Source: an optimization exercise on an open RTL-to-GDS flow (aim: small area, a short achievable clock period and few clock cycles). Production flows keep margins and buffers that such runs may drop. Where RTL was checked, it was by simulation tests only, not by an equivalence proof against the original. Power and IR drop assume default switching activity.

v6:
==> flow/design.v <==
`timescale 1ns/1ps
package stream_pkg;
  typedef logic [32-1:0] word_t;
  typedef logic [16-1:0] sample_t;
  typedef logic [7:0] byte_t;
  typedef logic [$clog2(32)-1:0] lite_idx_t;
  typedef logic [$clog2(32)-1:0] ram_addr_t;
  typedef logic [7*16-1:0] offsets_t;
endpackage
`timescale 1ns/1ps
module sync_fifo #(
  parameter int WIDTH = 16
) (
  input  logic             bus_clk,
  input  logic             rst_n,
  input  logic             clear,
  input  logic             wr_en,
  input  logic [WIDTH-1:0] din,
  input  logic             rd_en,
  output logic [WIDTH-1:0] dout,
  output logic             full,
  output logic             empty
);
  logic [WIDTH-1:0] mem0;
  logic [WIDTH-1:0] mem1;
  logic             wr_ptr;
  logic             rd_ptr;
  logic             do_wr;
  logic             do_rd;
  logic             not_empty;
  assign empty = !not_empty;
  assign do_wr = wr_en && !full;
  assign do_rd = rd_en && !empty;
  assign dout  = rd_ptr ? mem1 : mem0;
  always_ff @(posedge bus_clk)
  begin
    if (do_wr && !wr_ptr)
      mem0 <= din;
    if (do_wr && wr_ptr)
      mem1 <= din;
  end
  always_ff @(posedge bus_clk or negedge rst_n)
  begin
    if (!rst_n)
    begin
      wr_ptr <= 1'b0;
      rd_ptr <= 1'b0;
      full      <= 1'b0;
      not_empty <= 1'b0;
    end
    else if (clear)
    begin
      wr_ptr <= 1'b0;
      rd_ptr <= 1'b0;
      full      <= 1'b0;
      not_empty <= 1'b0;
    end
    else
    begin
      if (do_wr)
        wr_ptr <= !wr_ptr;
      if (do_rd)
        rd_ptr <= !rd_ptr;
      if (do_wr && !do_rd)
      begin
        not_empty <= 1'b1;
        full      <= not_empty;
      end
      else if (do_rd && !do_wr)
      begin
        full      <= 1'b0;
        not_empty <= full;
      end
    end
  end
endmodule
`timescale 1ns/1ps
module lite_regs (
  input  logic                 bus_clk,
  input  logic                 rst_n,
  input  logic                 bus_wren,
  input  logic [4-1:0] bus_wstrb,
  input  logic                 bus_rden,
  input  stream_pkg::lite_idx_t bus_addr,
  input  stream_pkg::word_t    bus_wr_data,
  output stream_pkg::word_t    bus_rd_data,
  output stream_pkg::offsets_t offsets
);
  stream_pkg::word_t        lane_mem [32];
  logic [32-1:0] written;
  logic [32-1:0] hit;
  logic [3:0]               dec_lo;
  logic [7:0]               dec_hi;
  stream_pkg::word_t        wr_masked;
  stream_pkg::word_t        rd_mux;
  always_comb
  begin
    for (int i = 0; i < 4; i++)
      dec_lo[i] = (bus_addr[1:0] == 2'(i));
    for (int i = 0; i < 8; i++)
      dec_hi[i] = (bus_addr[4:2] == 3'(i));
    for (int e = 0; e < 32; e++)
      hit[e] = dec_hi[e / 4] && dec_lo[e % 4];
  end
  always_comb
  begin
    for (int l = 0; l < 4; l++)
      wr_masked[8*l +: 8] = bus_wstrb[l] ? bus_wr_data[8*l +: 8] : 8'h00;
  end
  always_ff @(posedge bus_clk)
  begin
    for (int e = 0; e < 32; e++)
    begin
      for (int l = 0; l < 4; l++)
      begin
        if (bus_wren && hit[e] && (bus_wstrb[l] || !written[e]))
          lane_mem[e][8*l +: 8] <= wr_masked[8*l +: 8];
      end
    end
  end
  always_ff @(posedge bus_clk or negedge rst_n)
  begin
    if (!rst_n)
      written <= '0;
    else if (bus_wren)
      written <= written | hit;
  end
  always_comb
  begin
    rd_mux = '0;
    for (int e = 0; e < 32; e++)
      rd_mux = rd_mux | (lane_mem[e] & {32{hit[e] && written[e]}});
  end
  always_ff @(posedge bus_clk or negedge rst_n)
  begin
    if (!rst_n)
      bus_rd_data <= '0;
    else if (bus_rden)
      bus_rd_data <= rd_mux;
  end
  always_comb
  begin
    for (int k = 0; k < 7; k++)
      offsets[16*k +: 16] =
        written[k] ? lane_mem[k][16-1:0] : '0;
  end
endmodule
`timescale 1ns/1ps
module byte_ram (
  input  logic                  bus_clk,
  input  logic                  rst_n,
  input  logic                  wren,
  input  stream_pkg::byte_t     wdata,
  input  logic                  rden,
  input  stream_pkg::ram_addr_t addr,
  output stream_pkg::byte_t     rdata
);
  stream_pkg::byte_t mem [32];
  always_ff @(posedge bus_clk)
  begin
    if (wren)
      mem[addr] <= wdata;
  end
  always_ff @(posedge bus_clk or negedge rst_n)
  begin
    if (!rst_n)
      rdata <= '0;
    else if (rden)
      rdata <= mem[addr];
  end
endmodule
`timescale 1ns/1ps
module offset_stage (
  input  logic                 bus_clk,
  input  logic                 rst_n,
  input  logic                 restart,
  input  stream_pkg::offsets_t offsets,
  output stream_pkg::sample_t  sum
);
  localparam int SLICES = 16 / 4;
  logic [7-1:0] step;
  logic [SLICES-2:0]         carry;
  stream_pkg::sample_t       pick;
  logic [4:0]                slice_next [SLICES];
  always_comb
  begin
    pick = '0;
    for (int k = 0; k < 7; k++)
      pick = pick | (offsets[16*k +: 16] & {16{step[k]}});
    for (int s = 0; s < SLICES; s++)
      slice_next[s] = {1'b0, sum[4*s +: 4]} + {1'b0, pick[4*s +: 4]} +
                      5'((s > 0) ? carry[(s > 0) ? s-1 : 0] : 1'b0);
  end
  always_ff @(posedge bus_clk or negedge rst_n)
  begin
    if (!rst_n)
    begin
      step  <= '0;
      carry <= '0;
      sum   <= '0;
    end
    else if (restart)
    begin
      step  <= 7'(1);
      carry <= '0;
      sum   <= '0;
    end
    else
    begin
      step <= step << 1;
      for (int s = 0; s < SLICES; s++)
      begin
        sum[4*s +: 4] <= slice_next[s][3:0];
        if (s < SLICES - 1)
          carry[s] <= slice_next[s][4];
      end
    end
  end
endmodule
`timescale 1ns/1ps
module stream_chain (
  input  logic                 bus_clk,
  input  logic                 rst_n,
  input  logic                 w32_open,
  input  logic                 r32_open,
  input  logic                 w32_wren,
  input  stream_pkg::word_t    w32_data,
  input  logic                 r32_rden,
  input  stream_pkg::sample_t  offset_sum,
  output logic                 w32_full,
  output stream_pkg::word_t    r32_data,
  output logic                 r32_empty
);
  logic                flush;
  logic                pop;
  stream_pkg::sample_t head;
  stream_pkg::sample_t out_q;
  assign flush = !(w32_open && r32_open);
  assign pop   = r32_rden && !r32_empty && !flush;
  sync_fifo #(.WIDTH(16)) i_fifo (
    .bus_clk(bus_clk), .rst_n(rst_n), .clear(flush),
    .wr_en(w32_wren), .din(w32_data[16-1:0] + offset_sum),
    .rd_en(r32_rden), .dout(head), .full(w32_full), .empty(r32_empty)
  );
  always_ff @(posedge bus_clk or negedge rst_n)
  begin
    if (!rst_n)
      out_q <= '0;
    else if (pop)
      out_q <= head;
  end
  assign r32_data = {{(32 - 16){1'b0}}, out_q};
endmodule
`timescale 1ns/1ps
module stream_top (
  input  logic                   bus_clk,
  input  logic                   rst_n,
  input  logic                   w32_open,
  input  logic                   w32_wren,
  input  logic [31:0]            w32_data,
  input  logic                   r32_open,
  input  logic                   r32_rden,
  input  logic                   lite_wren,
  input  logic [3:0]             lite_wstrb,
  input  logic                   lite_rden,
  input  logic [31:0]            lite_addr,
  input  logic [31:0]            lite_wr_data,
  input  logic                   mem_wren,
  input  logic [7:0]             mem_wdata,
  input  logic                   mem_rden,
  input  logic [4:0]             mem_addr,
  output logic                   w32_full,
  output logic [31:0]            r32_data,
  output logic                   r32_empty,
  output logic [31:0]            lite_rd_data,
  output logic [7:0]             mem_rdata
);
  stream_pkg::offsets_t offsets;
  stream_pkg::sample_t  offset_sum;
  logic                 offsets_written;
  lite_regs i_lite_regs (
    .bus_clk(bus_clk), .rst_n(rst_n),
    .bus_wren(lite_wren), .bus_wstrb(lite_wstrb), .bus_rden(lite_rden),
    .bus_addr(lite_addr[6:2]),
    .bus_wr_data(lite_wr_data), .bus_rd_data(lite_rd_data),
    .offsets(offsets)
  );
  assign offsets_written = lite_wren && (lite_addr[6:2] < 5'(7));
  offset_stage i_sum (
    .bus_clk(bus_clk), .rst_n(rst_n), .restart(offsets_written),
    .offsets(offsets), .sum(offset_sum)
  );
  byte_ram i_byte_ram (
    .bus_clk(bus_clk), .rst_n(rst_n), .wren(mem_wren), .wdata(mem_wdata),
    .rden(mem_rden), .addr(mem_addr), .rdata(mem_rdata)
  );
  stream_chain i_chain (
    .bus_clk(bus_clk), .rst_n(rst_n), .w32_open(w32_open), .r32_open(r32_open),
    .w32_wren(w32_wren), .w32_data(w32_data), .r32_rden(r32_rden),
    .offset_sum(offset_sum), .w32_full(w32_full), .r32_data(r32_data),
    .r32_empty(r32_empty)
  );
endmodule
==> flow/config.mk <==
export PLATFORM = sky130hd
export DESIGN_NAME = stream_top
export DESIGN_NICKNAME = stream_top
export VERILOG_FILES = /design/flow/design.v
export SDC_FILE = /design/flow/constraint.sdc
export NUM_CORES = 4
export LEC_CHECK = 0
export CAP_MARGIN = 20
export CORE_MARGIN = 2
export CORE_UTILIZATION = 60
export CTS_BUF_LIST = sky130_fd_sc_hd__clkbuf_16
export CTS_CLUSTER_DIAMETER = 100
export CTS_CLUSTER_SIZE = 20
export SETUP_SLACK_MARGIN = 2.5
export SLEW_MARGIN = 20
==> flow/constraint.sdc <==
create_clock -name core_clock -period 5.0 [get_ports {bus_clk}]
set_input_delay 1.0000 -clock core_clock [delete_from_list [all_inputs] [get_ports {bus_clk}]]
set_output_delay 1.0000 -clock core_clock [all_outputs]
set_load 0.01 [all_outputs]
run.sh (not shown) runs the stock make flow with config.mk's settings and CLKGATE_MAP_FILE= SYNTH_SCRIPT=/design/flow/synth_recipe.tcl, a recipe that flattens the netlist after the stock synthesis.
Testbench counts of v6, summed over its fixed seeds: cycles 2,056.
The following lists how v7 was set up differently from v6:
diff --git a/flow/design.v b/flow/design.v
--- a/flow/design.v
+++ b/flow/design.v
@@ -124,21 +124,21 @@
       written <= '0;
     else if (bus_wren)
       written <= written | hit;
   end
   always_comb
   begin
-    rd_mux = '0;
+    rd_mux = bus_rd_data & {32{!bus_rden}};
     for (int e = 0; e < 32; e++)
-      rd_mux = rd_mux | (lane_mem[e] & {32{hit[e] && written[e]}});
+      rd_mux = rd_mux | (lane_mem[e] & {32{bus_rden && hit[e] && written[e]}});
   end
   always_ff @(posedge bus_clk or negedge rst_n)
   begin
     if (!rst_n)
       bus_rd_data <= '0;
-    else if (bus_rden)
+    else
       bus_rd_data <= rd_mux;
   end
   always_comb
   begin
     for (int k = 0; k < 7; k++)
       offsets[16*k +: 16] =
@@ -153,23 +153,30 @@
   input  stream_pkg::byte_t     wdata,
   input  logic                  rden,
   input  stream_pkg::ram_addr_t addr,
   output stream_pkg::byte_t     rdata
 );
   stream_pkg::byte_t mem [32];
+  stream_pkg::byte_t rd_mux;
+  always_comb
+  begin
+    rd_mux = rdata & {8{!rden}};
+    for (int i = 0; i < 32; i++)
+      rd_mux = rd_mux | (mem[i] & {8{rden && addr == 5'(i)}});
+  end
   always_ff @(posedge bus_clk)
   begin
     if (wren)
       mem[addr] <= wdata;
   end
   always_ff @(posedge bus_clk or negedge rst_n)
   begin
     if (!rst_n)
       rdata <= '0;
-    else if (rden)
-      rdata <= mem[addr];
+    else
+      rdata <= rd_mux;
   end
 endmodule
 `timescale 1ns/1ps
 module offset_stage (
   input  logic                 bus_clk,
   input  logic                 rst_n,
### Flow results
Max freq v6 -> v7: degraded
v6 ended up with fewer cell instances than v7 did.
In v7 the portion of total power attributed to combinational logic turned out 2.6 points higher than in v6.
v6 reports its launch point of the critical path as lite_addr[6] while v7 reports i_lite_regs.written[20]$_DFFE_PN0P_.
Filler cell count in the final layout sits higher in v7 than in v6.
Summary: with v6 as the reference, power dissipated in the clock network in v7 moved up slightly.
Having completed the whole flow, v7 delivered a layout that passed the timing, DRC and antenna checks.
Area after synthesis on v7 is up relative to v6.
Starting density of the core in v7 is 0.26 points below v6.
No functional check of the RTL was part of v7.

separate check: timing with driven ports:
In the flow no input, the clock included, has a driving cell. The finished layouts below were timed again as built, in two steps.
Step 1: set_driving_cell puts a clkbuf_16 on bus_clk and a buf_2 on each other input, an assumption about the parent block.
Step 2 also shifts input and output timing later by t, the mid clock arrival at the registers, as if the neighbouring blocks saw the same clock.
a / b / c = no drivers / after step 1 / after step 2; a / b = the first two.
| run | t, ns | setup WS [ns] | worst setup path at the end |
|---|---|---|---|
| v6 | 0.760 | 2.437 / 2.431 / 1.671 | input to register |
| v7 | 0.746 | 2.378 / 2.378 / 1.678 | input to register |
After both steps every run listed still meets setup and hold. For v6, which loses most, drivers alone change the setup slack by -0.006 ns; drivers and shift together by -0.766 ns.
